This is an optimization exercise on Yosys and OpenROAD, whose aim is small area, a short achievable clock period and few clock cycles per item, not a production implementation. Function was not checked in any run shown here: the RTL went through the layout flow alone. Power figures rest on the tool's default switching activity, not on a simulated workload.

$ cat flow/run.sh
#!/bin/bash
# synth_recipe.tcl (not shown) runs the flow's synth.tcl, then flattens the netlist and writes it again
# the make line also repeats each setting of config.mk as NAME=value (left out here)
make -C /OpenROAD-flow-scripts/flow DESIGN_CONFIG=/design/flow/config.mk WORK_HOME=/design/flow/orfs CLKGATE_MAP_FILE= SYNTH_SCRIPT=/design/flow/synth_recipe.tcl finish
$ cat flow/config.mk
export PLATFORM = sky130hd
export DESIGN_NAME = alu_vec_pipe
export DESIGN_NICKNAME = alu_vec_pipe
export VERILOG_FILES = /design/flow/design.v
export SDC_FILE = /design/flow/constraint.sdc
export NUM_CORES = 4
export LEC_CHECK = 0
export CAP_MARGIN = 20
export CORE_MARGIN = 2
export CORE_UTILIZATION = 40
export PLACE_DENSITY = 0.6
export SETUP_SLACK_MARGIN = 4
export SLEW_MARGIN = 20
$ cat flow/constraint.sdc
create_clock -name core_clock -period 11.0 [get_ports {clk}]
set_input_delay 2.2000 -clock core_clock [delete_from_list [all_inputs] [get_ports {clk}]]
set_output_delay 2.2000 -clock core_clock [all_outputs]
set_load 0.01 [all_outputs]
$ cat flow/design.v
`default_nettype none
module alu_vec_pipe (
    input  logic         clk,
    input  logic         rst,
    input  logic         in_valid,
    output logic         in_ready,
    input  logic [3:0]   opcode,
    input  logic [3:0]   lane_mask,
    input  logic [63:0]  a,
    input  logic [63:0]  b,
    input  logic         signed_mode,
    output logic         out_valid,
    input  logic         out_ready,
    output logic [127:0] result,
    output logic [3:0]   a_greater,
    output logic [3:0]   a_equal,
    output logic [3:0]   a_less,
    output logic [3:0]   out_mask
);
    localparam logic [3:0] OP_ADD  = 4'd0;
    localparam logic [3:0] OP_SUB  = 4'd1;
    localparam logic [3:0] OP_MUL  = 4'd2;
    localparam logic [3:0] OP_AND  = 4'd3;
    localparam logic [3:0] OP_OR   = 4'd4;
    localparam logic [3:0] OP_XOR  = 4'd5;
    localparam logic [3:0] OP_NOT  = 4'd6;
    localparam logic [3:0] OP_SHL  = 4'd7;
    localparam logic [3:0] OP_SHR  = 4'd8;
    localparam logic [3:0] OP_MIN  = 4'd9;
    localparam logic [3:0] OP_MAX  = 4'd10;
    localparam logic [3:0] OP_PASS = 4'd11;
    localparam logic [3:0] OP_MAC  = 4'd12;
    localparam logic [3:0] OP_CLR  = 4'd13;
    logic sgn;
    assign sgn = signed_mode;
    logic v0, v1, v2, go0, go1, go2;
    assign go2      = ~v2 | out_ready;
    assign go1      = ~v1 | go2;
    assign go0      = ~v0 | go1;
    assign in_ready = go0;
    always_ff @(posedge clk) begin
        if (rst) begin
            v0 <= 1'b0;
            v1 <= 1'b0;
            v2 <= 1'b0;
        end else begin
            if (go0) v0 <= in_valid;
            if (go1) v1 <= v0;
            if (go2) v2 <= v1;
        end
    end
    logic [3:0] msk_q, msk_1;
    always_ff @(posedge clk) if (go0) msk_q <= lane_mask;
    always_ff @(posedge clk) if (go1) msk_1 <= msk_q;
    wire acc_step = v1 & go2;
    logic [127:0] res_d;
    logic [3:0]   gt_d, eq_d, lt_d;
    for (genvar l = 0; l < 4; l++) begin : g_lane
        logic [15:0] ua, ub;
        logic [16:0] ax, bx, lval, af_n, bm_n;
        logic [4:0]  sh;
        logic [15:0] pw_l, pw_r;
        logic        m, lt, eq;
        logic        c_mac, c_clr, c_add, c_sub, c_d, c_shr, c_shl;
        assign ua = a[16*l +: 16];
        assign ub = b[16*l +: 16];
        assign m  = lane_mask[l];
        assign ax = {sgn & ua[15], ua};
        assign bx = {sgn & ub[15], ub};
        assign sh = ub[4:0];
        assign lt = $signed(ax) < $signed(bx);
        assign eq = (ua == ub);
        always_comb begin
            pw_l = 16'd0;
            pw_r = 16'd0;
            pw_l[sh[3:0]] = 1'b1;
            pw_r[5'd16 - {1'b0, sh[3:0]}] = 1'b1;
        end
        always_comb begin
            lval = 17'd0;
            case (opcode)
                OP_AND:  lval = ax & bx;
                OP_OR:   lval = ax | bx;
                OP_XOR:  lval = ax ^ bx;
                OP_NOT:  lval = {1'b0, ~ua};
                OP_MIN:  lval = lt ? ax : bx;
                OP_MAX:  lval = lt ? bx : ax;
                OP_PASS: lval = bx;
                default: lval = 17'd0;
            endcase
        end
        always_comb begin
            af_n = ax;
            bm_n = 17'd0;
            case (opcode)
                OP_ADD, OP_SUB, OP_MUL, OP_MAC: bm_n = bx;
                OP_SHL: bm_n = {1'b0, pw_l};
                OP_SHR: bm_n = (sh[4] || sh[3:0] == 4'd0) ? 17'd1 : {1'b0, pw_r};
                default: begin
                    af_n = lval;
                    bm_n = 17'd0;
                end
            endcase
            if (!m) begin
                af_n = 17'd0;
                bm_n = 17'd0;
            end
        end
        assign c_mac = m & (opcode == OP_MAC);
        assign c_clr = m & (opcode == OP_CLR);
        assign c_add = m & (opcode == OP_ADD);
        assign c_sub = m & (opcode == OP_SUB);
        assign c_d   = m & ~(opcode == OP_MUL || opcode == OP_MAC ||
                             opcode == OP_SHL || opcode == OP_SHR);
        assign c_shr = m & (opcode == OP_SHR) & (sh != 5'd0);
        assign c_shl = m & (opcode == OP_SHL) & sh[4];
        logic [16:0] af_q, bm_q;
        logic        mac_q, clr_q, add_q, sub_q, d_q, shr_q, shl_q;
        logic        lt_q, eq_q, gt_q;
        always_ff @(posedge clk) begin
            if (go0) begin
                af_q  <= af_n;
                bm_q  <= bm_n;
                mac_q <= c_mac;
                clr_q <= c_clr;
                add_q <= c_add;
                sub_q <= c_sub;
                d_q   <= c_d;
                shr_q <= c_shr;
                shl_q <= c_shl;
                lt_q  <= m & lt;
                eq_q  <= m & eq;
                gt_q  <= m & ~lt & ~eq;
            end
        end
        logic [16:0] a_eff;
        logic [31:0] dv, t_s, t_c;
        assign a_eff = sub_q ? 17'h1ffff : add_q ? 17'h00001 : af_q;
        assign dv    = d_q ? {{15{af_q[16]}}, af_q} : 32'd0;
        csa_mac u_mac (.a(a_eff), .b(bm_q), .d(dv), .s(t_s), .c(t_c));
        logic [31:0] s_1, c_1;
        logic        mac_1, clr_1, shr_1, shl_1, sg_1, lt_1, eq_1, gt_1;
        always_ff @(posedge clk) begin
            if (go1) begin
                s_1   <= t_s;
                c_1   <= t_c;
                mac_1 <= mac_q;
                clr_1 <= clr_q;
                shr_1 <= shr_q;
                shl_1 <= shl_q;
                sg_1  <= af_q[16];
                lt_1  <= lt_q;
                eq_1  <= eq_q;
                gt_1  <= gt_q;
            end
        end
        logic [31:0] acc_q, av, x_s, x_c, p, res;
        assign av = mac_1 ? acc_q : 32'd0;
        for (genvar k = 0; k < 32; k++) begin : g_fa
            assign x_s[k] = s_1[k] ^ c_1[k] ^ av[k];
            if (k < 31) begin : g_c
                assign x_c[k+1] = (s_1[k] & c_1[k]) | (s_1[k] & av[k]) | (c_1[k] & av[k]);
            end
        end
        assign x_c[0] = 1'b0;
        assign p = x_s + x_c;
        always_comb begin
            res = p;
            if (shr_1) res = {{16{sg_1}}, p[31:16]};
            if (shl_1) res = {p[15:0], 16'd0};
        end
        always_ff @(posedge clk) begin
            if (rst)
                acc_q <= 32'd0;
            else if (acc_step & mac_1)
                acc_q <= p;
            else if (acc_step & clr_1)
                acc_q <= 32'd0;
        end
        assign res_d[32*l +: 32] = res;
        assign lt_d[l] = lt_1;
        assign eq_d[l] = eq_1;
        assign gt_d[l] = gt_1;
    end
    always_ff @(posedge clk) begin
        if (go2) begin
            result    <= res_d;
            a_greater <= gt_d;
            a_equal   <= eq_d;
            a_less    <= lt_d;
            out_mask  <= msk_1;
        end
    end
    assign out_valid = v2;
endmodule
module csa_mac (
    input  wire [16:0] a,
    input  wire [16:0] b,
    input  wire [31:0] d,
    output wire [31:0] s,
    output wire [31:0] c
);
    wire t1 = (a[0] & b[0]);
    wire t2 = (a[1] & b[0]);
    wire t3 = (a[2] & b[0]);
    wire t4 = (a[3] & b[0]);
    wire t5 = (a[4] & b[0]);
    wire t6 = (a[5] & b[0]);
    wire t7 = (a[6] & b[0]);
    wire t8 = (a[7] & b[0]);
    wire t9 = (a[8] & b[0]);
    wire t10 = (a[9] & b[0]);
    wire t11 = (a[10] & b[0]);
    wire t12 = (a[11] & b[0]);
    wire t13 = (a[12] & b[0]);
    wire t14 = (a[13] & b[0]);
    wire t15 = (a[14] & b[0]);
    wire t16 = (a[15] & b[0]);
    wire t17 = ~(a[16] & b[0]);
    wire t18 = (a[0] & b[1]);
    wire t19 = (a[1] & b[1]);
    wire t20 = (a[2] & b[1]);
    wire t21 = (a[3] & b[1]);
    wire t22 = (a[4] & b[1]);
    wire t23 = (a[5] & b[1]);
    wire t24 = (a[6] & b[1]);
    wire t25 = (a[7] & b[1]);
    wire t26 = (a[8] & b[1]);
    wire t27 = (a[9] & b[1]);
    wire t28 = (a[10] & b[1]);
    wire t29 = (a[11] & b[1]);
    wire t30 = (a[12] & b[1]);
    wire t31 = (a[13] & b[1]);
    wire t32 = (a[14] & b[1]);
    wire t33 = (a[15] & b[1]);
    wire t34 = ~(a[16] & b[1]);
    wire t35 = (a[0] & b[2]);
    wire t36 = (a[1] & b[2]);
    wire t37 = (a[2] & b[2]);
    wire t38 = (a[3] & b[2]);
    wire t39 = (a[4] & b[2]);
    wire t40 = (a[5] & b[2]);
    wire t41 = (a[6] & b[2]);
    wire t42 = (a[7] & b[2]);
    wire t43 = (a[8] & b[2]);
    wire t44 = (a[9] & b[2]);
    wire t45 = (a[10] & b[2]);
    wire t46 = (a[11] & b[2]);
    wire t47 = (a[12] & b[2]);
    wire t48 = (a[13] & b[2]);
    wire t49 = (a[14] & b[2]);
    wire t50 = (a[15] & b[2]);
    wire t51 = ~(a[16] & b[2]);
    wire t52 = (a[0] & b[3]);
    wire t53 = (a[1] & b[3]);
    wire t54 = (a[2] & b[3]);
    wire t55 = (a[3] & b[3]);
    wire t56 = (a[4] & b[3]);
    wire t57 = (a[5] & b[3]);
    wire t58 = (a[6] & b[3]);
    wire t59 = (a[7] & b[3]);
    wire t60 = (a[8] & b[3]);
    wire t61 = (a[9] & b[3]);
    wire t62 = (a[10] & b[3]);
    wire t63 = (a[11] & b[3]);
    wire t64 = (a[12] & b[3]);
    wire t65 = (a[13] & b[3]);
    wire t66 = (a[14] & b[3]);
    wire t67 = (a[15] & b[3]);
    wire t68 = ~(a[16] & b[3]);
    wire t69 = (a[0] & b[4]);
    wire t70 = (a[1] & b[4]);
    wire t71 = (a[2] & b[4]);
    wire t72 = (a[3] & b[4]);
    wire t73 = (a[4] & b[4]);
    wire t74 = (a[5] & b[4]);
    wire t75 = (a[6] & b[4]);
    wire t76 = (a[7] & b[4]);
    wire t77 = (a[8] & b[4]);
    wire t78 = (a[9] & b[4]);
    wire t79 = (a[10] & b[4]);
    wire t80 = (a[11] & b[4]);
    wire t81 = (a[12] & b[4]);
    wire t82 = (a[13] & b[4]);
    wire t83 = (a[14] & b[4]);
    wire t84 = (a[15] & b[4]);
    wire t85 = ~(a[16] & b[4]);
    wire t86 = (a[0] & b[5]);
    wire t87 = (a[1] & b[5]);
    wire t88 = (a[2] & b[5]);
    wire t89 = (a[3] & b[5]);
    wire t90 = (a[4] & b[5]);
    wire t91 = (a[5] & b[5]);
    wire t92 = (a[6] & b[5]);
    wire t93 = (a[7] & b[5]);
    wire t94 = (a[8] & b[5]);
    wire t95 = (a[9] & b[5]);
    wire t96 = (a[10] & b[5]);
    wire t97 = (a[11] & b[5]);
    wire t98 = (a[12] & b[5]);
    wire t99 = (a[13] & b[5]);
    wire t100 = (a[14] & b[5]);
    wire t101 = (a[15] & b[5]);
    wire t102 = ~(a[16] & b[5]);
    wire t103 = (a[0] & b[6]);
    wire t104 = (a[1] & b[6]);
    wire t105 = (a[2] & b[6]);
    wire t106 = (a[3] & b[6]);
    wire t107 = (a[4] & b[6]);
    wire t108 = (a[5] & b[6]);
    wire t109 = (a[6] & b[6]);
    wire t110 = (a[7] & b[6]);
    wire t111 = (a[8] & b[6]);
    wire t112 = (a[9] & b[6]);
    wire t113 = (a[10] & b[6]);
    wire t114 = (a[11] & b[6]);
    wire t115 = (a[12] & b[6]);
    wire t116 = (a[13] & b[6]);
    wire t117 = (a[14] & b[6]);
    wire t118 = (a[15] & b[6]);
    wire t119 = ~(a[16] & b[6]);
    wire t120 = (a[0] & b[7]);
    wire t121 = (a[1] & b[7]);
    wire t122 = (a[2] & b[7]);
    wire t123 = (a[3] & b[7]);
    wire t124 = (a[4] & b[7]);
    wire t125 = (a[5] & b[7]);
    wire t126 = (a[6] & b[7]);
    wire t127 = (a[7] & b[7]);
    wire t128 = (a[8] & b[7]);
    wire t129 = (a[9] & b[7]);
    wire t130 = (a[10] & b[7]);
    wire t131 = (a[11] & b[7]);
    wire t132 = (a[12] & b[7]);
    wire t133 = (a[13] & b[7]);
    wire t134 = (a[14] & b[7]);
    wire t135 = (a[15] & b[7]);
    wire t136 = ~(a[16] & b[7]);
    wire t137 = (a[0] & b[8]);
    wire t138 = (a[1] & b[8]);
    wire t139 = (a[2] & b[8]);
    wire t140 = (a[3] & b[8]);
    wire t141 = (a[4] & b[8]);
    wire t142 = (a[5] & b[8]);
    wire t143 = (a[6] & b[8]);
    wire t144 = (a[7] & b[8]);
    wire t145 = (a[8] & b[8]);
    wire t146 = (a[9] & b[8]);
    wire t147 = (a[10] & b[8]);
    wire t148 = (a[11] & b[8]);
    wire t149 = (a[12] & b[8]);
    wire t150 = (a[13] & b[8]);
    wire t151 = (a[14] & b[8]);
    wire t152 = (a[15] & b[8]);
    wire t153 = ~(a[16] & b[8]);
    wire t154 = (a[0] & b[9]);
    wire t155 = (a[1] & b[9]);
    wire t156 = (a[2] & b[9]);
    wire t157 = (a[3] & b[9]);
    wire t158 = (a[4] & b[9]);
    wire t159 = (a[5] & b[9]);
    wire t160 = (a[6] & b[9]);
    wire t161 = (a[7] & b[9]);
    wire t162 = (a[8] & b[9]);
    wire t163 = (a[9] & b[9]);
    wire t164 = (a[10] & b[9]);
    wire t165 = (a[11] & b[9]);
    wire t166 = (a[12] & b[9]);
    wire t167 = (a[13] & b[9]);
    wire t168 = (a[14] & b[9]);
    wire t169 = (a[15] & b[9]);
    wire t170 = ~(a[16] & b[9]);
    wire t171 = (a[0] & b[10]);
    wire t172 = (a[1] & b[10]);
    wire t173 = (a[2] & b[10]);
    wire t174 = (a[3] & b[10]);
    wire t175 = (a[4] & b[10]);
    wire t176 = (a[5] & b[10]);
    wire t177 = (a[6] & b[10]);
    wire t178 = (a[7] & b[10]);
    wire t179 = (a[8] & b[10]);
    wire t180 = (a[9] & b[10]);
    wire t181 = (a[10] & b[10]);
    wire t182 = (a[11] & b[10]);
    wire t183 = (a[12] & b[10]);
    wire t184 = (a[13] & b[10]);
    wire t185 = (a[14] & b[10]);
    wire t186 = (a[15] & b[10]);
    wire t187 = ~(a[16] & b[10]);
    wire t188 = (a[0] & b[11]);
    wire t189 = (a[1] & b[11]);
    wire t190 = (a[2] & b[11]);
    wire t191 = (a[3] & b[11]);
    wire t192 = (a[4] & b[11]);
    wire t193 = (a[5] & b[11]);
    wire t194 = (a[6] & b[11]);
    wire t195 = (a[7] & b[11]);
    wire t196 = (a[8] & b[11]);
    wire t197 = (a[9] & b[11]);
    wire t198 = (a[10] & b[11]);
    wire t199 = (a[11] & b[11]);
    wire t200 = (a[12] & b[11]);
    wire t201 = (a[13] & b[11]);
    wire t202 = (a[14] & b[11]);
    wire t203 = (a[15] & b[11]);
    wire t204 = ~(a[16] & b[11]);
    wire t205 = (a[0] & b[12]);
    wire t206 = (a[1] & b[12]);
    wire t207 = (a[2] & b[12]);
    wire t208 = (a[3] & b[12]);
    wire t209 = (a[4] & b[12]);
    wire t210 = (a[5] & b[12]);
    wire t211 = (a[6] & b[12]);
    wire t212 = (a[7] & b[12]);
    wire t213 = (a[8] & b[12]);
    wire t214 = (a[9] & b[12]);
    wire t215 = (a[10] & b[12]);
    wire t216 = (a[11] & b[12]);
    wire t217 = (a[12] & b[12]);
    wire t218 = (a[13] & b[12]);
    wire t219 = (a[14] & b[12]);
    wire t220 = (a[15] & b[12]);
    wire t221 = ~(a[16] & b[12]);
    wire t222 = (a[0] & b[13]);
    wire t223 = (a[1] & b[13]);
    wire t224 = (a[2] & b[13]);
    wire t225 = (a[3] & b[13]);
    wire t226 = (a[4] & b[13]);
    wire t227 = (a[5] & b[13]);
    wire t228 = (a[6] & b[13]);
    wire t229 = (a[7] & b[13]);
    wire t230 = (a[8] & b[13]);
    wire t231 = (a[9] & b[13]);
    wire t232 = (a[10] & b[13]);
    wire t233 = (a[11] & b[13]);
    wire t234 = (a[12] & b[13]);
    wire t235 = (a[13] & b[13]);
    wire t236 = (a[14] & b[13]);
    wire t237 = (a[15] & b[13]);
    wire t238 = ~(a[16] & b[13]);
    wire t239 = (a[0] & b[14]);
    wire t240 = (a[1] & b[14]);
    wire t241 = (a[2] & b[14]);
    wire t242 = (a[3] & b[14]);
    wire t243 = (a[4] & b[14]);
    wire t244 = (a[5] & b[14]);
    wire t245 = (a[6] & b[14]);
    wire t246 = (a[7] & b[14]);
    wire t247 = (a[8] & b[14]);
    wire t248 = (a[9] & b[14]);
    wire t249 = (a[10] & b[14]);
    wire t250 = (a[11] & b[14]);
    wire t251 = (a[12] & b[14]);
    wire t252 = (a[13] & b[14]);
    wire t253 = (a[14] & b[14]);
    wire t254 = (a[15] & b[14]);
    wire t255 = ~(a[16] & b[14]);
    wire t256 = (a[0] & b[15]);
    wire t257 = (a[1] & b[15]);
    wire t258 = (a[2] & b[15]);
    wire t259 = (a[3] & b[15]);
    wire t260 = (a[4] & b[15]);
    wire t261 = (a[5] & b[15]);
    wire t262 = (a[6] & b[15]);
    wire t263 = (a[7] & b[15]);
    wire t264 = (a[8] & b[15]);
    wire t265 = (a[9] & b[15]);
    wire t266 = (a[10] & b[15]);
    wire t267 = (a[11] & b[15]);
    wire t268 = (a[12] & b[15]);
    wire t269 = (a[13] & b[15]);
    wire t270 = (a[14] & b[15]);
    wire t271 = (a[15] & b[15]);
    wire t272 = ~(a[16] & b[15]);
    wire t273 = ~(a[0] & b[16]);
    wire t274 = ~(a[1] & b[16]);
    wire t275 = ~(a[2] & b[16]);
    wire t276 = ~(a[3] & b[16]);
    wire t277 = ~(a[4] & b[16]);
    wire t278 = ~(a[5] & b[16]);
    wire t279 = ~(a[6] & b[16]);
    wire t280 = ~(a[7] & b[16]);
    wire t281 = ~(a[8] & b[16]);
    wire t282 = ~(a[9] & b[16]);
    wire t283 = ~(a[10] & b[16]);
    wire t284 = ~(a[11] & b[16]);
    wire t285 = ~(a[12] & b[16]);
    wire t286 = ~(a[13] & b[16]);
    wire t287 = ~(a[14] & b[16]);
    wire t288 = ~(a[15] & b[16]);
    wire t289 = t13 ^ t29;
    wire t290 = t13 & t29;
    wire t291 = t14 ^ t30 ^ t46;
    wire t292 = (t14 & t30) | (t14 & t46) | (t30 & t46);
    wire t293 = t62 ^ t78;
    wire t294 = t62 & t78;
    wire t295 = t15 ^ t31 ^ t47;
    wire t296 = (t15 & t31) | (t15 & t47) | (t31 & t47);
    wire t297 = t63 ^ t79 ^ t95;
    wire t298 = (t63 & t79) | (t63 & t95) | (t79 & t95);
    wire t299 = t111 ^ t127;
    wire t300 = t111 & t127;
    wire t301 = t16 ^ t32 ^ t48;
    wire t302 = (t16 & t32) | (t16 & t48) | (t32 & t48);
    wire t303 = t64 ^ t80 ^ t96;
    wire t304 = (t64 & t80) | (t64 & t96) | (t80 & t96);
    wire t305 = t112 ^ t128 ^ t144;
    wire t306 = (t112 & t128) | (t112 & t144) | (t128 & t144);
    wire t307 = t160 ^ t176;
    wire t308 = t160 & t176;
    wire t309 = t17 ^ t33 ^ t49;
    wire t310 = (t17 & t33) | (t17 & t49) | (t33 & t49);
    wire t311 = t65 ^ t81 ^ t97;
    wire t312 = (t65 & t81) | (t65 & t97) | (t81 & t97);
    wire t313 = t113 ^ t129 ^ t145;
    wire t314 = (t113 & t129) | (t113 & t145) | (t129 & t145);
    wire t315 = t161 ^ t177 ^ t193;
    wire t316 = (t161 & t177) | (t161 & t193) | (t177 & t193);
    wire t317 = t209 ^ t225;
    wire t318 = t209 & t225;
    wire t319 = t34 ^ t50 ^ t66;
    wire t320 = (t34 & t50) | (t34 & t66) | (t50 & t66);
    wire t321 = t82 ^ t98 ^ t114;
    wire t322 = (t82 & t98) | (t82 & t114) | (t98 & t114);
    wire t323 = t130 ^ t146 ^ t162;
    wire t324 = (t130 & t146) | (t130 & t162) | (t146 & t162);
    wire t325 = t178 ^ t194 ^ t210;
    wire t326 = (t178 & t194) | (t178 & t210) | (t194 & t210);
    wire t327 = t226 ^ t242 ^ t258;
    wire t328 = (t226 & t242) | (t226 & t258) | (t242 & t258);
    wire t329 = t51 ^ t67 ^ t83;
    wire t330 = (t51 & t67) | (t51 & t83) | (t67 & t83);
    wire t331 = t99 ^ t115 ^ t131;
    wire t332 = (t99 & t115) | (t99 & t131) | (t115 & t131);
    wire t333 = t147 ^ t163 ^ t179;
    wire t334 = (t147 & t163) | (t147 & t179) | (t163 & t179);
    wire t335 = t195 ^ t211 ^ t227;
    wire t336 = (t195 & t211) | (t195 & t227) | (t211 & t227);
    wire t337 = t68 ^ t84 ^ t100;
    wire t338 = (t68 & t84) | (t68 & t100) | (t84 & t100);
    wire t339 = t116 ^ t132 ^ t148;
    wire t340 = (t116 & t132) | (t116 & t148) | (t132 & t148);
    wire t341 = t164 ^ t180 ^ t196;
    wire t342 = (t164 & t180) | (t164 & t196) | (t180 & t196);
    wire t343 = t85 ^ t101 ^ t117;
    wire t344 = (t85 & t101) | (t85 & t117) | (t101 & t117);
    wire t345 = t133 ^ t149 ^ t165;
    wire t346 = (t133 & t149) | (t133 & t165) | (t149 & t165);
    wire t347 = t102 ^ t118 ^ t134;
    wire t348 = (t102 & t118) | (t102 & t134) | (t118 & t134);
    wire t349 = t9 ^ t25;
    wire t350 = t9 & t25;
    wire t351 = t10 ^ t26 ^ t42;
    wire t352 = (t10 & t26) | (t10 & t42) | (t26 & t42);
    wire t353 = t58 ^ t74;
    wire t354 = t58 & t74;
    wire t355 = t11 ^ t27 ^ t43;
    wire t356 = (t11 & t27) | (t11 & t43) | (t27 & t43);
    wire t357 = t59 ^ t75 ^ t91;
    wire t358 = (t59 & t75) | (t59 & t91) | (t75 & t91);
    wire t359 = t107 ^ t123;
    wire t360 = t107 & t123;
    wire t361 = t12 ^ t28 ^ t44;
    wire t362 = (t12 & t28) | (t12 & t44) | (t28 & t44);
    wire t363 = t60 ^ t76 ^ t92;
    wire t364 = (t60 & t76) | (t60 & t92) | (t76 & t92);
    wire t365 = t108 ^ t124 ^ t140;
    wire t366 = (t108 & t124) | (t108 & t140) | (t124 & t140);
    wire t367 = t156 ^ t172;
    wire t368 = t156 & t172;
    wire t369 = t289 ^ t45 ^ t61;
    wire t370 = (t289 & t45) | (t289 & t61) | (t45 & t61);
    wire t371 = t77 ^ t93 ^ t109;
    wire t372 = (t77 & t93) | (t77 & t109) | (t93 & t109);
    wire t373 = t125 ^ t141 ^ t157;
    wire t374 = (t125 & t141) | (t125 & t157) | (t141 & t157);
    wire t375 = t173 ^ t189 ^ t205;
    wire t376 = (t173 & t189) | (t173 & t205) | (t189 & t205);
    wire t377 = t291 ^ t293 ^ t94;
    wire t378 = (t291 & t293) | (t291 & t94) | (t293 & t94);
    wire t379 = t110 ^ t126 ^ t142;
    wire t380 = (t110 & t126) | (t110 & t142) | (t126 & t142);
    wire t381 = t158 ^ t174 ^ t190;
    wire t382 = (t158 & t174) | (t158 & t190) | (t174 & t190);
    wire t383 = t206 ^ t222 ^ d[13];
    wire t384 = (t206 & t222) | (t206 & d[13]) | (t222 & d[13]);
    wire t385 = t295 ^ t297 ^ t299;
    wire t386 = (t295 & t297) | (t295 & t299) | (t297 & t299);
    wire t387 = t143 ^ t159 ^ t175;
    wire t388 = (t143 & t159) | (t143 & t175) | (t159 & t175);
    wire t389 = t191 ^ t207 ^ t223;
    wire t390 = (t191 & t207) | (t191 & t223) | (t207 & t223);
    wire t391 = t239 ^ d[14] ^ t292;
    wire t392 = (t239 & d[14]) | (t239 & t292) | (d[14] & t292);
    wire t393 = t301 ^ t303 ^ t305;
    wire t394 = (t301 & t303) | (t301 & t305) | (t303 & t305);
    wire t395 = t307 ^ t192 ^ t208;
    wire t396 = (t307 & t192) | (t307 & t208) | (t192 & t208);
    wire t397 = t224 ^ t240 ^ t256;
    wire t398 = (t224 & t240) | (t224 & t256) | (t240 & t256);
    wire t399 = d[15] ^ t296 ^ t298;
    wire t400 = (d[15] & t296) | (d[15] & t298) | (t296 & t298);
    wire t401 = t309 ^ t311 ^ t313;
    wire t402 = (t309 & t311) | (t309 & t313) | (t311 & t313);
    wire t403 = t315 ^ t317 ^ t241;
    wire t404 = (t315 & t317) | (t315 & t241) | (t317 & t241);
    wire t405 = t257 ^ t273 ^ d[16];
    wire t406 = (t257 & t273) | (t257 & d[16]) | (t273 & d[16]);
    wire t407 = t302 ^ t304 ^ t306;
    wire t408 = (t302 & t304) | (t302 & t306) | (t304 & t306);
    wire t409 = t319 ^ t321 ^ t323;
    wire t410 = (t319 & t321) | (t319 & t323) | (t321 & t323);
    wire t411 = t325 ^ t327 ^ t274;
    wire t412 = (t325 & t327) | (t325 & t274) | (t327 & t274);
    wire t413 = 1'b1 ^ d[17] ^ t310;
    wire t414 = (1'b1 & d[17]) | (1'b1 & t310) | (d[17] & t310);
    wire t415 = t312 ^ t314 ^ t316;
    wire t416 = (t312 & t314) | (t312 & t316) | (t314 & t316);
    wire t417 = t329 ^ t331 ^ t333;
    wire t418 = (t329 & t331) | (t329 & t333) | (t331 & t333);
    wire t419 = t335 ^ t243 ^ t259;
    wire t420 = (t335 & t243) | (t335 & t259) | (t243 & t259);
    wire t421 = t275 ^ d[18] ^ t320;
    wire t422 = (t275 & d[18]) | (t275 & t320) | (d[18] & t320);
    wire t423 = t322 ^ t324 ^ t326;
    wire t424 = (t322 & t324) | (t322 & t326) | (t324 & t326);
    wire t425 = t337 ^ t339 ^ t341;
    wire t426 = (t337 & t339) | (t337 & t341) | (t339 & t341);
    wire t427 = t212 ^ t228 ^ t244;
    wire t428 = (t212 & t228) | (t212 & t244) | (t228 & t244);
    wire t429 = t260 ^ t276 ^ d[19];
    wire t430 = (t260 & t276) | (t260 & d[19]) | (t276 & d[19]);
    wire t431 = t330 ^ t332 ^ t334;
    wire t432 = (t330 & t332) | (t330 & t334) | (t332 & t334);
    wire t433 = t343 ^ t345 ^ t181;
    wire t434 = (t343 & t345) | (t343 & t181) | (t345 & t181);
    wire t435 = t197 ^ t213 ^ t229;
    wire t436 = (t197 & t213) | (t197 & t229) | (t213 & t229);
    wire t437 = t245 ^ t261 ^ t277;
    wire t438 = (t245 & t261) | (t245 & t277) | (t261 & t277);
    wire t439 = d[20] ^ t338 ^ t340;
    wire t440 = (d[20] & t338) | (d[20] & t340) | (t338 & t340);
    wire t441 = t347 ^ t150 ^ t166;
    wire t442 = (t347 & t150) | (t347 & t166) | (t150 & t166);
    wire t443 = t182 ^ t198 ^ t214;
    wire t444 = (t182 & t198) | (t182 & t214) | (t198 & t214);
    wire t445 = t230 ^ t246 ^ t262;
    wire t446 = (t230 & t246) | (t230 & t262) | (t246 & t262);
    wire t447 = t278 ^ d[21] ^ t344;
    wire t448 = (t278 & d[21]) | (t278 & t344) | (d[21] & t344);
    wire t449 = t119 ^ t135 ^ t151;
    wire t450 = (t119 & t135) | (t119 & t151) | (t135 & t151);
    wire t451 = t167 ^ t183 ^ t199;
    wire t452 = (t167 & t183) | (t167 & t199) | (t183 & t199);
    wire t453 = t215 ^ t231 ^ t247;
    wire t454 = (t215 & t231) | (t215 & t247) | (t231 & t247);
    wire t455 = t263 ^ t279 ^ d[22];
    wire t456 = (t263 & t279) | (t263 & d[22]) | (t279 & d[22]);
    wire t457 = t136 ^ t152 ^ t168;
    wire t458 = (t136 & t152) | (t136 & t168) | (t152 & t168);
    wire t459 = t184 ^ t200 ^ t216;
    wire t460 = (t184 & t200) | (t184 & t216) | (t200 & t216);
    wire t461 = t232 ^ t248 ^ t264;
    wire t462 = (t232 & t248) | (t232 & t264) | (t248 & t264);
    wire t463 = t153 ^ t169 ^ t185;
    wire t464 = (t153 & t169) | (t153 & t185) | (t169 & t185);
    wire t465 = t201 ^ t217 ^ t233;
    wire t466 = (t201 & t217) | (t201 & t233) | (t217 & t233);
    wire t467 = t170 ^ t186 ^ t202;
    wire t468 = (t170 & t186) | (t170 & t202) | (t186 & t202);
    wire t469 = t6 ^ t22;
    wire t470 = t6 & t22;
    wire t471 = t7 ^ t23 ^ t39;
    wire t472 = (t7 & t23) | (t7 & t39) | (t23 & t39);
    wire t473 = t55 ^ t71;
    wire t474 = t55 & t71;
    wire t475 = t8 ^ t24 ^ t40;
    wire t476 = (t8 & t24) | (t8 & t40) | (t24 & t40);
    wire t477 = t56 ^ t72 ^ t88;
    wire t478 = (t56 & t72) | (t56 & t88) | (t72 & t88);
    wire t479 = t104 ^ t120;
    wire t480 = t104 & t120;
    wire t481 = t349 ^ t41 ^ t57;
    wire t482 = (t349 & t41) | (t349 & t57) | (t41 & t57);
    wire t483 = t73 ^ t89 ^ t105;
    wire t484 = (t73 & t89) | (t73 & t105) | (t89 & t105);
    wire t485 = t121 ^ t137 ^ d[8];
    wire t486 = (t121 & t137) | (t121 & d[8]) | (t137 & d[8]);
    wire t487 = t351 ^ t353 ^ t90;
    wire t488 = (t351 & t353) | (t351 & t90) | (t353 & t90);
    wire t489 = t106 ^ t122 ^ t138;
    wire t490 = (t106 & t122) | (t106 & t138) | (t122 & t138);
    wire t491 = t154 ^ d[9] ^ t350;
    wire t492 = (t154 & d[9]) | (t154 & t350) | (d[9] & t350);
    wire t493 = t355 ^ t357 ^ t359;
    wire t494 = (t355 & t357) | (t355 & t359) | (t357 & t359);
    wire t495 = t139 ^ t155 ^ t171;
    wire t496 = (t139 & t155) | (t139 & t171) | (t155 & t171);
    wire t497 = d[10] ^ t352 ^ t354;
    wire t498 = (d[10] & t352) | (d[10] & t354) | (t352 & t354);
    wire t499 = t361 ^ t363 ^ t365;
    wire t500 = (t361 & t363) | (t361 & t365) | (t363 & t365);
    wire t501 = t367 ^ t188 ^ d[11];
    wire t502 = (t367 & t188) | (t367 & d[11]) | (t188 & d[11]);
    wire t503 = t356 ^ t358 ^ t360;
    wire t504 = (t356 & t358) | (t356 & t360) | (t358 & t360);
    wire t505 = t369 ^ t371 ^ t373;
    wire t506 = (t369 & t371) | (t369 & t373) | (t371 & t373);
    wire t507 = t375 ^ d[12] ^ t362;
    wire t508 = (t375 & d[12]) | (t375 & t362) | (d[12] & t362);
    wire t509 = t364 ^ t366 ^ t368;
    wire t510 = (t364 & t366) | (t364 & t368) | (t366 & t368);
    wire t511 = t377 ^ t379 ^ t381;
    wire t512 = (t377 & t379) | (t377 & t381) | (t379 & t381);
    wire t513 = t383 ^ t290 ^ t370;
    wire t514 = (t383 & t290) | (t383 & t370) | (t290 & t370);
    wire t515 = t372 ^ t374 ^ t376;
    wire t516 = (t372 & t374) | (t372 & t376) | (t374 & t376);
    wire t517 = t385 ^ t387 ^ t389;
    wire t518 = (t385 & t387) | (t385 & t389) | (t387 & t389);
    wire t519 = t391 ^ t294 ^ t378;
    wire t520 = (t391 & t294) | (t391 & t378) | (t294 & t378);
    wire t521 = t380 ^ t382 ^ t384;
    wire t522 = (t380 & t382) | (t380 & t384) | (t382 & t384);
    wire t523 = t393 ^ t395 ^ t397;
    wire t524 = (t393 & t395) | (t393 & t397) | (t395 & t397);
    wire t525 = t399 ^ t300 ^ t386;
    wire t526 = (t399 & t300) | (t399 & t386) | (t300 & t386);
    wire t527 = t388 ^ t390 ^ t392;
    wire t528 = (t388 & t390) | (t388 & t392) | (t390 & t392);
    wire t529 = t401 ^ t403 ^ t405;
    wire t530 = (t401 & t403) | (t401 & t405) | (t403 & t405);
    wire t531 = t407 ^ t308 ^ t394;
    wire t532 = (t407 & t308) | (t407 & t394) | (t308 & t394);
    wire t533 = t396 ^ t398 ^ t400;
    wire t534 = (t396 & t398) | (t396 & t400) | (t398 & t400);
    wire t535 = t409 ^ t411 ^ t413;
    wire t536 = (t409 & t411) | (t409 & t413) | (t411 & t413);
    wire t537 = t415 ^ t318 ^ t402;
    wire t538 = (t415 & t318) | (t415 & t402) | (t318 & t402);
    wire t539 = t404 ^ t406 ^ t408;
    wire t540 = (t404 & t406) | (t404 & t408) | (t406 & t408);
    wire t541 = t417 ^ t419 ^ t421;
    wire t542 = (t417 & t419) | (t417 & t421) | (t419 & t421);
    wire t543 = t423 ^ t328 ^ t410;
    wire t544 = (t423 & t328) | (t423 & t410) | (t328 & t410);
    wire t545 = t412 ^ t414 ^ t416;
    wire t546 = (t412 & t414) | (t412 & t416) | (t414 & t416);
    wire t547 = t425 ^ t427 ^ t429;
    wire t548 = (t425 & t427) | (t425 & t429) | (t427 & t429);
    wire t549 = t431 ^ t336 ^ t418;
    wire t550 = (t431 & t336) | (t431 & t418) | (t336 & t418);
    wire t551 = t420 ^ t422 ^ t424;
    wire t552 = (t420 & t422) | (t420 & t424) | (t422 & t424);
    wire t553 = t433 ^ t435 ^ t437;
    wire t554 = (t433 & t435) | (t433 & t437) | (t435 & t437);
    wire t555 = t439 ^ t342 ^ t426;
    wire t556 = (t439 & t342) | (t439 & t426) | (t342 & t426);
    wire t557 = t428 ^ t430 ^ t432;
    wire t558 = (t428 & t430) | (t428 & t432) | (t430 & t432);
    wire t559 = t441 ^ t443 ^ t445;
    wire t560 = (t441 & t443) | (t441 & t445) | (t443 & t445);
    wire t561 = t447 ^ t346 ^ t434;
    wire t562 = (t447 & t346) | (t447 & t434) | (t346 & t434);
    wire t563 = t436 ^ t438 ^ t440;
    wire t564 = (t436 & t438) | (t436 & t440) | (t438 & t440);
    wire t565 = t449 ^ t451 ^ t453;
    wire t566 = (t449 & t451) | (t449 & t453) | (t451 & t453);
    wire t567 = t455 ^ t348 ^ t442;
    wire t568 = (t455 & t348) | (t455 & t442) | (t348 & t442);
    wire t569 = t444 ^ t446 ^ t448;
    wire t570 = (t444 & t446) | (t444 & t448) | (t446 & t448);
    wire t571 = t457 ^ t459 ^ t461;
    wire t572 = (t457 & t459) | (t457 & t461) | (t459 & t461);
    wire t573 = t280 ^ d[23] ^ t450;
    wire t574 = (t280 & d[23]) | (t280 & t450) | (d[23] & t450);
    wire t575 = t452 ^ t454 ^ t456;
    wire t576 = (t452 & t454) | (t452 & t456) | (t454 & t456);
    wire t577 = t463 ^ t465 ^ t249;
    wire t578 = (t463 & t465) | (t463 & t249) | (t465 & t249);
    wire t579 = t265 ^ t281 ^ d[24];
    wire t580 = (t265 & t281) | (t265 & d[24]) | (t281 & d[24]);
    wire t581 = t458 ^ t460 ^ t462;
    wire t582 = (t458 & t460) | (t458 & t462) | (t460 & t462);
    wire t583 = t467 ^ t218 ^ t234;
    wire t584 = (t467 & t218) | (t467 & t234) | (t218 & t234);
    wire t585 = t250 ^ t266 ^ t282;
    wire t586 = (t250 & t266) | (t250 & t282) | (t266 & t282);
    wire t587 = d[25] ^ t464 ^ t466;
    wire t588 = (d[25] & t464) | (d[25] & t466) | (t464 & t466);
    wire t589 = t187 ^ t203 ^ t219;
    wire t590 = (t187 & t203) | (t187 & t219) | (t203 & t219);
    wire t591 = t235 ^ t251 ^ t267;
    wire t592 = (t235 & t251) | (t235 & t267) | (t251 & t267);
    wire t593 = t283 ^ d[26] ^ t468;
    wire t594 = (t283 & d[26]) | (t283 & t468) | (d[26] & t468);
    wire t595 = t204 ^ t220 ^ t236;
    wire t596 = (t204 & t220) | (t204 & t236) | (t220 & t236);
    wire t597 = t252 ^ t268 ^ t284;
    wire t598 = (t252 & t268) | (t252 & t284) | (t268 & t284);
    wire t599 = t221 ^ t237 ^ t253;
    wire t600 = (t221 & t237) | (t221 & t253) | (t237 & t253);
    wire t601 = t4 ^ t20;
    wire t602 = t4 & t20;
    wire t603 = t5 ^ t21 ^ t37;
    wire t604 = (t5 & t21) | (t5 & t37) | (t21 & t37);
    wire t605 = t53 ^ t69;
    wire t606 = t53 & t69;
    wire t607 = t469 ^ t38 ^ t54;
    wire t608 = (t469 & t38) | (t469 & t54) | (t38 & t54);
    wire t609 = t70 ^ t86 ^ d[5];
    wire t610 = (t70 & t86) | (t70 & d[5]) | (t86 & d[5]);
    wire t611 = t471 ^ t473 ^ t87;
    wire t612 = (t471 & t473) | (t471 & t87) | (t473 & t87);
    wire t613 = t103 ^ d[6] ^ t470;
    wire t614 = (t103 & d[6]) | (t103 & t470) | (d[6] & t470);
    wire t615 = t475 ^ t477 ^ t479;
    wire t616 = (t475 & t477) | (t475 & t479) | (t477 & t479);
    wire t617 = d[7] ^ t472 ^ t474;
    wire t618 = (d[7] & t472) | (d[7] & t474) | (t472 & t474);
    wire t619 = t481 ^ t483 ^ t485;
    wire t620 = (t481 & t483) | (t481 & t485) | (t483 & t485);
    wire t621 = t476 ^ t478 ^ t480;
    wire t622 = (t476 & t478) | (t476 & t480) | (t478 & t480);
    wire t623 = t487 ^ t489 ^ t491;
    wire t624 = (t487 & t489) | (t487 & t491) | (t489 & t491);
    wire t625 = t482 ^ t484 ^ t486;
    wire t626 = (t482 & t484) | (t482 & t486) | (t484 & t486);
    wire t627 = t493 ^ t495 ^ t497;
    wire t628 = (t493 & t495) | (t493 & t497) | (t495 & t497);
    wire t629 = t488 ^ t490 ^ t492;
    wire t630 = (t488 & t490) | (t488 & t492) | (t490 & t492);
    wire t631 = t499 ^ t501 ^ t503;
    wire t632 = (t499 & t501) | (t499 & t503) | (t501 & t503);
    wire t633 = t494 ^ t496 ^ t498;
    wire t634 = (t494 & t496) | (t494 & t498) | (t496 & t498);
    wire t635 = t505 ^ t507 ^ t509;
    wire t636 = (t505 & t507) | (t505 & t509) | (t507 & t509);
    wire t637 = t500 ^ t502 ^ t504;
    wire t638 = (t500 & t502) | (t500 & t504) | (t502 & t504);
    wire t639 = t511 ^ t513 ^ t515;
    wire t640 = (t511 & t513) | (t511 & t515) | (t513 & t515);
    wire t641 = t506 ^ t508 ^ t510;
    wire t642 = (t506 & t508) | (t506 & t510) | (t508 & t510);
    wire t643 = t517 ^ t519 ^ t521;
    wire t644 = (t517 & t519) | (t517 & t521) | (t519 & t521);
    wire t645 = t512 ^ t514 ^ t516;
    wire t646 = (t512 & t514) | (t512 & t516) | (t514 & t516);
    wire t647 = t523 ^ t525 ^ t527;
    wire t648 = (t523 & t525) | (t523 & t527) | (t525 & t527);
    wire t649 = t518 ^ t520 ^ t522;
    wire t650 = (t518 & t520) | (t518 & t522) | (t520 & t522);
    wire t651 = t529 ^ t531 ^ t533;
    wire t652 = (t529 & t531) | (t529 & t533) | (t531 & t533);
    wire t653 = t524 ^ t526 ^ t528;
    wire t654 = (t524 & t526) | (t524 & t528) | (t526 & t528);
    wire t655 = t535 ^ t537 ^ t539;
    wire t656 = (t535 & t537) | (t535 & t539) | (t537 & t539);
    wire t657 = t530 ^ t532 ^ t534;
    wire t658 = (t530 & t532) | (t530 & t534) | (t532 & t534);
    wire t659 = t541 ^ t543 ^ t545;
    wire t660 = (t541 & t543) | (t541 & t545) | (t543 & t545);
    wire t661 = t536 ^ t538 ^ t540;
    wire t662 = (t536 & t538) | (t536 & t540) | (t538 & t540);
    wire t663 = t547 ^ t549 ^ t551;
    wire t664 = (t547 & t549) | (t547 & t551) | (t549 & t551);
    wire t665 = t542 ^ t544 ^ t546;
    wire t666 = (t542 & t544) | (t542 & t546) | (t544 & t546);
    wire t667 = t553 ^ t555 ^ t557;
    wire t668 = (t553 & t555) | (t553 & t557) | (t555 & t557);
    wire t669 = t548 ^ t550 ^ t552;
    wire t670 = (t548 & t550) | (t548 & t552) | (t550 & t552);
    wire t671 = t559 ^ t561 ^ t563;
    wire t672 = (t559 & t561) | (t559 & t563) | (t561 & t563);
    wire t673 = t554 ^ t556 ^ t558;
    wire t674 = (t554 & t556) | (t554 & t558) | (t556 & t558);
    wire t675 = t565 ^ t567 ^ t569;
    wire t676 = (t565 & t567) | (t565 & t569) | (t567 & t569);
    wire t677 = t560 ^ t562 ^ t564;
    wire t678 = (t560 & t562) | (t560 & t564) | (t562 & t564);
    wire t679 = t571 ^ t573 ^ t575;
    wire t680 = (t571 & t573) | (t571 & t575) | (t573 & t575);
    wire t681 = t566 ^ t568 ^ t570;
    wire t682 = (t566 & t568) | (t566 & t570) | (t568 & t570);
    wire t683 = t577 ^ t579 ^ t581;
    wire t684 = (t577 & t579) | (t577 & t581) | (t579 & t581);
    wire t685 = t572 ^ t574 ^ t576;
    wire t686 = (t572 & t574) | (t572 & t576) | (t574 & t576);
    wire t687 = t583 ^ t585 ^ t587;
    wire t688 = (t583 & t585) | (t583 & t587) | (t585 & t587);
    wire t689 = t578 ^ t580 ^ t582;
    wire t690 = (t578 & t580) | (t578 & t582) | (t580 & t582);
    wire t691 = t589 ^ t591 ^ t593;
    wire t692 = (t589 & t591) | (t589 & t593) | (t591 & t593);
    wire t693 = t584 ^ t586 ^ t588;
    wire t694 = (t584 & t586) | (t584 & t588) | (t586 & t588);
    wire t695 = t595 ^ t597 ^ d[27];
    wire t696 = (t595 & t597) | (t595 & d[27]) | (t597 & d[27]);
    wire t697 = t590 ^ t592 ^ t594;
    wire t698 = (t590 & t592) | (t590 & t594) | (t592 & t594);
    wire t699 = t599 ^ t269 ^ t285;
    wire t700 = (t599 & t269) | (t599 & t285) | (t269 & t285);
    wire t701 = d[28] ^ t596 ^ t598;
    wire t702 = (d[28] & t596) | (d[28] & t598) | (t596 & t598);
    wire t703 = t238 ^ t254 ^ t270;
    wire t704 = (t238 & t254) | (t238 & t270) | (t254 & t270);
    wire t705 = t286 ^ d[29] ^ t600;
    wire t706 = (t286 & d[29]) | (t286 & t600) | (d[29] & t600);
    wire t707 = t255 ^ t271 ^ t287;
    wire t708 = (t255 & t271) | (t255 & t287) | (t271 & t287);
    wire t709 = t3 ^ t19;
    wire t710 = t3 & t19;
    wire t711 = t601 ^ t36 ^ t52;
    wire t712 = (t601 & t36) | (t601 & t52) | (t36 & t52);
    wire t713 = t603 ^ t605 ^ d[4];
    wire t714 = (t603 & t605) | (t603 & d[4]) | (t605 & d[4]);
    wire t715 = t607 ^ t609 ^ t604;
    wire t716 = (t607 & t609) | (t607 & t604) | (t609 & t604);
    wire t717 = t611 ^ t613 ^ t608;
    wire t718 = (t611 & t613) | (t611 & t608) | (t613 & t608);
    wire t719 = t615 ^ t617 ^ t612;
    wire t720 = (t615 & t617) | (t615 & t612) | (t617 & t612);
    wire t721 = t619 ^ t621 ^ t616;
    wire t722 = (t619 & t621) | (t619 & t616) | (t621 & t616);
    wire t723 = t623 ^ t625 ^ t620;
    wire t724 = (t623 & t625) | (t623 & t620) | (t625 & t620);
    wire t725 = t627 ^ t629 ^ t624;
    wire t726 = (t627 & t629) | (t627 & t624) | (t629 & t624);
    wire t727 = t631 ^ t633 ^ t628;
    wire t728 = (t631 & t633) | (t631 & t628) | (t633 & t628);
    wire t729 = t635 ^ t637 ^ t632;
    wire t730 = (t635 & t637) | (t635 & t632) | (t637 & t632);
    wire t731 = t639 ^ t641 ^ t636;
    wire t732 = (t639 & t641) | (t639 & t636) | (t641 & t636);
    wire t733 = t643 ^ t645 ^ t640;
    wire t734 = (t643 & t645) | (t643 & t640) | (t645 & t640);
    wire t735 = t647 ^ t649 ^ t644;
    wire t736 = (t647 & t649) | (t647 & t644) | (t649 & t644);
    wire t737 = t651 ^ t653 ^ t648;
    wire t738 = (t651 & t653) | (t651 & t648) | (t653 & t648);
    wire t739 = t655 ^ t657 ^ t652;
    wire t740 = (t655 & t657) | (t655 & t652) | (t657 & t652);
    wire t741 = t659 ^ t661 ^ t656;
    wire t742 = (t659 & t661) | (t659 & t656) | (t661 & t656);
    wire t743 = t663 ^ t665 ^ t660;
    wire t744 = (t663 & t665) | (t663 & t660) | (t665 & t660);
    wire t745 = t667 ^ t669 ^ t664;
    wire t746 = (t667 & t669) | (t667 & t664) | (t669 & t664);
    wire t747 = t671 ^ t673 ^ t668;
    wire t748 = (t671 & t673) | (t671 & t668) | (t673 & t668);
    wire t749 = t675 ^ t677 ^ t672;
    wire t750 = (t675 & t677) | (t675 & t672) | (t677 & t672);
    wire t751 = t679 ^ t681 ^ t676;
    wire t752 = (t679 & t681) | (t679 & t676) | (t681 & t676);
    wire t753 = t683 ^ t685 ^ t680;
    wire t754 = (t683 & t685) | (t683 & t680) | (t685 & t680);
    wire t755 = t687 ^ t689 ^ t684;
    wire t756 = (t687 & t689) | (t687 & t684) | (t689 & t684);
    wire t757 = t691 ^ t693 ^ t688;
    wire t758 = (t691 & t693) | (t691 & t688) | (t693 & t688);
    wire t759 = t695 ^ t697 ^ t692;
    wire t760 = (t695 & t697) | (t695 & t692) | (t697 & t692);
    wire t761 = t699 ^ t701 ^ t696;
    wire t762 = (t699 & t701) | (t699 & t696) | (t701 & t696);
    wire t763 = t703 ^ t705 ^ t700;
    wire t764 = (t703 & t705) | (t703 & t700) | (t705 & t700);
    wire t765 = t707 ^ d[30] ^ t704;
    wire t766 = (t707 & d[30]) | (t707 & t704) | (d[30] & t704);
    wire t767 = t272 ^ t288 ^ d[31];
    wire t768 = (t272 & t288) | (t272 & d[31]) | (t288 & d[31]);
    wire t769 = t2 ^ t18;
    wire t770 = t2 & t18;
    wire t771 = t709 ^ t35 ^ d[2];
    wire t772 = (t709 & t35) | (t709 & d[2]) | (t35 & d[2]);
    wire t773 = t711 ^ d[3] ^ t710;
    wire t774 = (t711 & d[3]) | (t711 & t710) | (d[3] & t710);
    wire t775 = t713 ^ t602 ^ t712;
    wire t776 = (t713 & t602) | (t713 & t712) | (t602 & t712);
    wire t777 = t715 ^ t606 ^ t714;
    wire t778 = (t715 & t606) | (t715 & t714) | (t606 & t714);
    wire t779 = t717 ^ t610 ^ t716;
    wire t780 = (t717 & t610) | (t717 & t716) | (t610 & t716);
    wire t781 = t719 ^ t614 ^ t718;
    wire t782 = (t719 & t614) | (t719 & t718) | (t614 & t718);
    wire t783 = t721 ^ t618 ^ t720;
    wire t784 = (t721 & t618) | (t721 & t720) | (t618 & t720);
    wire t785 = t723 ^ t622 ^ t722;
    wire t786 = (t723 & t622) | (t723 & t722) | (t622 & t722);
    wire t787 = t725 ^ t626 ^ t724;
    wire t788 = (t725 & t626) | (t725 & t724) | (t626 & t724);
    wire t789 = t727 ^ t630 ^ t726;
    wire t790 = (t727 & t630) | (t727 & t726) | (t630 & t726);
    wire t791 = t729 ^ t634 ^ t728;
    wire t792 = (t729 & t634) | (t729 & t728) | (t634 & t728);
    wire t793 = t731 ^ t638 ^ t730;
    wire t794 = (t731 & t638) | (t731 & t730) | (t638 & t730);
    wire t795 = t733 ^ t642 ^ t732;
    wire t796 = (t733 & t642) | (t733 & t732) | (t642 & t732);
    wire t797 = t735 ^ t646 ^ t734;
    wire t798 = (t735 & t646) | (t735 & t734) | (t646 & t734);
    wire t799 = t737 ^ t650 ^ t736;
    wire t800 = (t737 & t650) | (t737 & t736) | (t650 & t736);
    wire t801 = t739 ^ t654 ^ t738;
    wire t802 = (t739 & t654) | (t739 & t738) | (t654 & t738);
    wire t803 = t741 ^ t658 ^ t740;
    wire t804 = (t741 & t658) | (t741 & t740) | (t658 & t740);
    wire t805 = t743 ^ t662 ^ t742;
    wire t806 = (t743 & t662) | (t743 & t742) | (t662 & t742);
    wire t807 = t745 ^ t666 ^ t744;
    wire t808 = (t745 & t666) | (t745 & t744) | (t666 & t744);
    wire t809 = t747 ^ t670 ^ t746;
    wire t810 = (t747 & t670) | (t747 & t746) | (t670 & t746);
    wire t811 = t749 ^ t674 ^ t748;
    wire t812 = (t749 & t674) | (t749 & t748) | (t674 & t748);
    wire t813 = t751 ^ t678 ^ t750;
    wire t814 = (t751 & t678) | (t751 & t750) | (t678 & t750);
    wire t815 = t753 ^ t682 ^ t752;
    wire t816 = (t753 & t682) | (t753 & t752) | (t682 & t752);
    wire t817 = t755 ^ t686 ^ t754;
    wire t818 = (t755 & t686) | (t755 & t754) | (t686 & t754);
    wire t819 = t757 ^ t690 ^ t756;
    wire t820 = (t757 & t690) | (t757 & t756) | (t690 & t756);
    wire t821 = t759 ^ t694 ^ t758;
    wire t822 = (t759 & t694) | (t759 & t758) | (t694 & t758);
    wire t823 = t761 ^ t698 ^ t760;
    wire t824 = (t761 & t698) | (t761 & t760) | (t698 & t760);
    wire t825 = t763 ^ t702 ^ t762;
    wire t826 = (t763 & t702) | (t763 & t762) | (t702 & t762);
    wire t827 = t765 ^ t706 ^ t764;
    wire t828 = (t765 & t706) | (t765 & t764) | (t706 & t764);
    wire t829 = t767 ^ t708 ^ t766;
    wire t830 = (t767 & t708) | (t767 & t766) | (t708 & t766);
    assign s[0] = t1;
    assign c[0] = d[0];
    assign s[1] = t769;
    assign c[1] = d[1];
    assign s[2] = t771;
    assign c[2] = t770;
    assign s[3] = t773;
    assign c[3] = t772;
    assign s[4] = t775;
    assign c[4] = t774;
    assign s[5] = t777;
    assign c[5] = t776;
    assign s[6] = t779;
    assign c[6] = t778;
    assign s[7] = t781;
    assign c[7] = t780;
    assign s[8] = t783;
    assign c[8] = t782;
    assign s[9] = t785;
    assign c[9] = t784;
    assign s[10] = t787;
    assign c[10] = t786;
    assign s[11] = t789;
    assign c[11] = t788;
    assign s[12] = t791;
    assign c[12] = t790;
    assign s[13] = t793;
    assign c[13] = t792;
    assign s[14] = t795;
    assign c[14] = t794;
    assign s[15] = t797;
    assign c[15] = t796;
    assign s[16] = t799;
    assign c[16] = t798;
    assign s[17] = t801;
    assign c[17] = t800;
    assign s[18] = t803;
    assign c[18] = t802;
    assign s[19] = t805;
    assign c[19] = t804;
    assign s[20] = t807;
    assign c[20] = t806;
    assign s[21] = t809;
    assign c[21] = t808;
    assign s[22] = t811;
    assign c[22] = t810;
    assign s[23] = t813;
    assign c[23] = t812;
    assign s[24] = t815;
    assign c[24] = t814;
    assign s[25] = t817;
    assign c[25] = t816;
    assign s[26] = t819;
    assign c[26] = t818;
    assign s[27] = t821;
    assign c[27] = t820;
    assign s[28] = t823;
    assign c[28] = t822;
    assign s[29] = t825;
    assign c[29] = t824;
    assign s[30] = t827;
    assign c[30] = t826;
    assign s[31] = t829;
    assign c[31] = t828;
endmodule
`default_nettype wire
==> summary.txt, run 1 <==
Final layout
  • Post-route cell area: 84,300 sq um
  • Layout net count: roughly 9,300
  • Share of cells above drive strength 1: about 3.3%
  • Core Util, Final: between 40% and 50%
  • Post-Layout Cell Count: around 10,000
  • Area Growth Syn to Fin: 11.3%

Detailed routing
  • Detailed Route WL: about 230,000 um
  • Wirelength per Cell: roughly 22 um
  • DRC Markers: 0
  • DR vias/cell: 5.38
  • Router iterations before antenna repair: 9
  • Iteration-0 DRC count of the detailed router: ~4,600
  • Vias: 55,200
  • Number of routed nets with antenna violations: 0

Critical path
  • FF-to-FF End: g_lane[3].s_1[13]
  • Crit end category: output pin
  • CP max stage cell: clkdlybuf4s50_1
  • Crit path required time: around 8.8 ns
  • Worst path max stage delay: 0.59 ns
  • Crit start category: input pin
  • Crit path DAT: between 4 and 5 ns
  • Most used cell, CP: clkdlybuf4s50_1
  • Crit-path max FO: 6
  • Kind of critical path: in -> out
  • FF-to-FF path depth: 12
  • R2r startpoint: g_lane[3].add_q
  • CP cell instances: clkdlybuf4s50_1 > nor2b_2 > nand3_4 > clkdlybuf4s50_1
  • R2R setup slack: roughly 5.4 ns

Timing
  • Fin crit share: between 50% and 60%
  • Tightest Pin Transition: ~1.1 ns
  • Final Slew Violations: 0
  • Fmax: 159 MHz
  • PnR worst setup slack: about 4.7 ns
  • RSZ-0062 raised after global routing: false
  • Final Skew: 0.0516 ns
  • TNS Setup: 0 ns
  • Slew margin rel.: about 29%
  • Final Hold Vio Count: 0
  • Endpoints failing setup: 0
  • Crit path time final: about 6.3 ns

Power and ir drop
  • Part of the power in the clock network: around 31%
  • P_sw: ~3.7 mW
  • Sequential Power Share: 35.6%
  • P_int: approximately 6.8 mW
  • P per Cell Area: ~120 nW/um^2
  • Worst vdd ir: between 0.1 and 0.15 mV
  • Leak: ~38 nW
  • Sw Ratio: a little over a third
  • Gate power share: roughly a third

Synth
  • Post-synth top area cell: fa_1
  • Ys Warns: 1
  • Post-synth top area share: a little under a third
  • Syn_nets: ~9,300
  • Top-count cell post-synth: inv_1
  • EDFF count, synth: approximately 600
  • Synth Register Bits: around 750
  • Ys flop type: edfxtp_1
  • Synth cell types: 78
  • Asr flop ratio synth: 0%
  • Syn avg cell area: about 10 sq um
  • Synthesized cell area: about 76,000 sq um
  • Syn Inst Count: about 7,600
  • Sequential share of the synthesized area: between 20 and 30%
  • Top post-synthesis cells by count: inv_1, fa_1, nand2_1, and2_1, edfxtp_1
  • Synth area leaders: fa_1, edfxtp_1, ha_1

Min path
  • Hold WC Path Type: reg -> reg
  • Hold Path Origin: g_lane[3].clr_q
  • WHS Endpoint: g_lane[3].clr_1
  • Cells on Worst Hold Path: 0

Placed design
  • Area after DPL: 81,000 sq um
  • Dpl ws: 4.32 ns
  • Placer Congestion: slightly above 0.9
  • Placed Cells: 10,100
  • Hpwl dp: about 170,000 um
  • Port Buffers: ~290

Clock tree
  • CTS Hold Bufs: 0
  • Post-CTS setup buffers: 0
  • Worst skew pair latency: roughly 0.76 ns
  • CTS clk-pin slew, worst paths: 0.06 ns
  • H-Tree Depth: 3
  • Clock sink total: approximately 750
  • Longest Clk Path Bufs: 3
  • Clk root buf: clkbuf_16
  • Post-cts resize count: 0
  • Inserted Clock Buffers: 92
  • CTS tree: yes

Floorplanning
  • Die ar.: about 190,000 sq um
  • Starting density of the core: around two fifths
  • Row cnt: between 150 and 200
  • Die height: 439 um
  • Die width: between 400 and 500 um
  • Core area: between 150,000 and 200,000 sq um
  • IO Pins: approximately 290

Global routing
  • GR Overflow Total: 0
  • Antenna violations before repair: 24
  • Vias in the first global route: ~60,000
  • Total GRT Usage: a little under a quarter
  • Pin count of the biggest net entering global routing: 142
  • First-pass GRT wire length: about 350,000 um

Status
  • Outcome: timing/DRC/antenna clean

Run
  • Max Cap Violations: 0
[routing by layer]
metal  GRT usage [%]  wire [um]  vias up
li1                -          -    24500
met1            30.5      93200    28000
met2            39.9     110000     2166
met3            3.92      15500      517
met4            11.1      10800        4
met5               0         27        -
[worst max-delay path, delay by kind of cell]
| family | cells | cell delay, ns |
|---|---|---|
| and+or+nand+nor | 2 | 0.86 |
| buffers and inverters | 2 | 1.02 |
[power groups by stage]
stage               Sequential, mW  Clock (mW)  Combinational, mW
floorplan                     3.74           0               2.07
global placement              3.78           0               3.37
detailed placement            3.78           0               3.42
CTS                           3.73        3.34               3.43
global route                  3.75        3.45               3.79
finish                        3.72        3.27               3.45
[metrics by stage]
| stage | hold WS, ns | total power, mW |
|---|---|---|
| 4_1_cts | 0.403 | 10.5 |
| 3_3_place_gp | 0.402 | 7.15 |
| 6_report | 0.414 | 10.4 |
| 3_5_place_dp | 0.405 | 7.21 |
| 5_1_grt | 0.418 | 11.0 |
| 2_1_floorplan | 0.400 | 5.80 |
[logic make-up (layout without fill, tap and decap cells)]
group,count (synthesis),count (layout),synth area share [%]
adders and majority gates,1542,1542,36.7
AOI/OAI and AO/OA,1134,1134,10.3
muxes,52,52,0.695
and+or+nand+nor,2281,2281,14.4
buffers and inverters,1682,1843,8.34
DFF,747,747,27.9
other,0,19,0
xor gates and xnor gates,138,138,1.60
[final cells by class]
type	instances	area [sq um]
flip-flops and latches	747	21100
well taps	2495	3120
repair buffers	347	3340
clock buffers	114	2420
fillers	17600	104000
clock inverters	60	826
multi-input cells	5147	48500
inverters	1322	4970
diodes	19	47.5
[registers in the layout (all words and copies together) (netlist names), 68 cells and up]
signal,count
g_lane.af_q,68
g_lane.acc_q,128
g_lane.bm_q,68
result,128
g_lane.c_1,128
g_lane.s_1,128
[cells in the final DEF, fill, tap and decap left out, drive strengths merged, types with 13 or more instances in the layout]
master         instances
xnor2                 97
nand2                877
bufinv                13
and3                  28
mux2i                 47
ha                   406
fa                  1136
nor4                  26
clkinv                35
buf                   62
o21bai                38
a211oi                27
a22oi                149
a221o                 64
dfxtp                131
nor3                  63
clkdlybuf4s50        285
a21o                 136
o21ai                172
nor2b                 27
inv                 1327
a222oi                47
diode                 19
and2                 694
nand3                 47
a221oi                55
a31oi                 30
nor2                 424
a21oi                282
o21a                  24
edfxtp               616
xor2                  41
clkbuf               114
nand2b                28
[how the worst max path moves through the flow]
stage	from	endpoint	slack [ns]	depth (start not counted)
2_1_floorplan	out_ready	g_lane[0].c_1[0]	4.40	2
3_3_place_gp	out_ready	in_ready	4.33	4
3_5_place_dp	out_ready	in_ready	4.32	4
4_1_cts	out_ready	in_ready	4.31	4
5_1_grt	out_ready	in_ready	4.57	4
6_report	out_ready	in_ready	4.71	4
==> inputs of run 2 (changes only) <==
--- a/flow/config.mk
+++ b/flow/config.mk
@@ -9,5 +9,5 @@
 export CORE_MARGIN = 2
 export CORE_UTILIZATION = 40
 export PLACE_DENSITY = 0.6
-export SETUP_SLACK_MARGIN = 4
+export SETUP_SLACK_MARGIN = 5
 export SLEW_MARGIN = 20
==> run 2 against run 1 <==
Effect of this change:
- still clean on timing, DRC and antenna
- die area did not move
- sequential share of layout area rose by 0.073 points
- critical path depth did not move
- power fell by 1.6%
- design area fell by 0.29%
- register-to-register slack improved by 0.09 ns
- global-route usage rose by 0.19 points
- count of clock-buffer cells in the layout rose by 7
- via count barely moved
- flip-flop and latch count did not move
- highest routed layer is now met4
==> summary.txt, run 2 <==
Timing
  • Tightest Pin Transition: 1.18 ns (+0.117 ns)
  • RSZ-0062 raised after global routing: false
  • Fmax: 170 MHz (+6.9%)
  • TNS Setup: 0 ns (unchanged)

Min path
  • Hold WC Path Type: reg -> reg
  • Cells on Worst Hold Path: 0 (unchanged)
  • Hold Path Origin: g_lane[0].eq_1

Floorplanning
  • Starting density of the core: 40.3% (unchanged)
  • Die ar.: 193,000 sq um (unchanged)

Status
  • Outcome: timing/DRC/antenna clean

Run
  • Max Cap Violations: 0 (unchanged)

Global routing
  • Pin count of the biggest net entering global routing: 153 (+7.7%)
  • Antenna violations before repair: 19 (-21%)
  • Vias in the first global route: 58,600 (+0.52%)
  • Total GRT Usage: 24.2% (+0.19 points)

Synth
  • Syn_nets: 9,259 (unchanged)
  • Ys flop type: edfxtp_1
  • Synth cell types: 78 (unchanged)
  • Asr flop ratio synth: 0% (unchanged)
  • Post-synthesis xor/xnor area fraction: 1.60% (unchanged)
  • Simple-Gate Fraction of Synth Area: 14.4% (unchanged)
  • EDFF count, synth: 616 (unchanged)
  • Ys Warns: 1 (unchanged)
  • Main combinational cell family by area after synthesis: adder cells
  • Synth Area in Compound Gates: 10.3% (unchanged)

Placed design
  • Dpl ws: 4.54 ns (+0.212 ns)
  • Placer Congestion: 0.929 (+2.3%)
  • Area after DPL: 81,000 sq um (about the same)

Power and ir drop
  • Worst vdd ir: 0.131 mV (+1.7%)
  • P per Cell Area: 122 nW/um^2 (-1.3%)
  • Leak: 38.0 nW (-0.29%)

Critical path
  • FF-to-FF path depth: 12 (unchanged)
  • FF-to-FF End: g_lane[3].s_1[13]
  • R2R setup slack: 5.49 ns (+0.09 ns)
  • Crit path DAT: 3.68 ns (-0.41 ns)
  • Crit-path max FO: 2 (-4)
  • Worst path max stage delay: 0.58 ns (about the same)

Clock tree
  • Longest Clk Path Bufs: 3 (unchanged)
  • Clock sink total: 747 (unchanged)
  • CTS tree: yes
  • Clk root buf: clkbuf_16
  • H-Tree Depth: 3 (unchanged)

Detailed routing
  • Number of routed nets with antenna violations: 0 (unchanged)
  • DRC Markers: 0 (unchanged)
  • Iteration-0 DRC count of the detailed router: 5,017 (+7.9%)
  • Detailed Route WL: 232,000 um (+0.95%)

Final layout
  • Layout net count: 9,337 (-0.032%)
  • Area Growth Syn to Fin: 11.0%
  • Highest-count cells in the layout ignoring fill and taps: inv_1, fa_1, nand2_1, and2_1, edfxtp_1
==> run 2: cell count changes in the layout (fill, tap and decap cells not counted), sizes merged <==
| cell | previous run | this run |
|---|---|---|
| clkinv | 35 | 27 |
| clkbuf | 114 | 121 |
| inv | 1327 | 1326 |
| clkinvlp | 7 | 11 |
| diode | 19 | 10 |
| bufinv | 13 | 6 |
| buf | 62 | 61 |
==> run 2: how the worst max path moves through the flow <==
stage               cells past startpoint           endpoint       from  slack [ns]
floorplan                               2           in_ready  out_ready        5.05
global placement                       14  g_lane[2].af_q[3]      b[34]        4.59
detailed placement                     14  g_lane[2].af_q[2]      b[34]        4.54
CTS                                     4           in_ready  out_ready        5.11
global route                           14  g_lane[2].af_q[2]      b[34]        5.06
finish                                  4           in_ready  out_ready        5.12
==> run 2: timing repair <==
item | 4_1_cts | 5_1_grt
resized for setup | 0 | 2
gates cloned | 0 | 0
pin swaps | 1 | 0
setup endpoints to repair | 1 | 21
buffers inserted | 1 | 0
==> run 2: final cells by class <==
cell class              instances  area [sq um]
diodes                         10          25.0
repair buffers                346          3320
flip-flops and latches        747         21100
well taps                    2495          3120
clock buffers                 121          2500
clock inverters                48           529
multi-input cells            5147         48500
inverters                    1322          4970
fillers                     17800        104000
==> run 2: cell families after synthesis <==
group                      Yosys count
buffers and inverters             1682
and+or+nand+nor                   2281
muxes                               52
adders and majority gates         1542
DFF                                747
AOI/OAI and AO/OA                 1134
xor gates and xnor gates           138
==> run 2: report_power, final <==
group	total [mW]	switching, mW	leakage, nW	internal (mW)
combinational	3.48	2.12	28.4	1.36
sequential	3.72	0.214	8.20	3.50
clock	3.08	1.32	1.45	1.76
total	10.3	3.66	38.0	6.62
==> run 2: worst max-delay path, delay by kind of cell <==
kind | cells | cell delay [ns]
buffers and inverters | 2 | 1.03
and+or+nand+nor | 2 | 0.42
==> run 2: per-layer routing <==
| metal | wire length, um | vias up | global-route usage [%] |
|---|---|---|---|
| li1 | - | 24500 | - |
| met1 | 95100 | 28000 | 31.3 |
| met2 | 110000 | 2202 | 39.6 |
| met3 | 15200 | 524 | 3.37 |
| met4 | 11600 | 0 | 12.1 |
| met5 | 0 | - | 0 |
==> run 2: through the flow <==
step	hold WS (ns)	total power, mW	utilization [%]	std cells
detailed placement	0.405	7.23	43.1	10100
global placement	0.401	7.18	43.1	10100
floorplan	0.400	5.80	-	7576
global route	0.424	10.8	44.7	10200
CTS	0.418	10.3	44.7	10200
finish	0.417	10.3	44.7	10200

[static timing again, ports no longer ideal]
The results above use ideal ports. As a check the final layouts listed here were re-extracted and re-timed, cells and wires unchanged.
Step 1, drivers: a clkbuf_16 drives clk and a buf_2 each remaining input, both assumed.
Step 2, shift: input delay + t, output delay - t, t = (earliest + latest rising clock arrival at the registers) / 2. This alone moves slack from input paths to output paths.
a / b / c = no drivers / after step 1 / after step 2; a / b = the first two.
| run | shift t [ns] | setup WS [ns] |
|---|---|---|
| run 1 | 0.805 | 4.709 / 4.685 / 4.435 |
| run 2 | 0.803 | 5.116 / 5.091 / 4.456 |
After both steps every run listed still meets setup and hold.
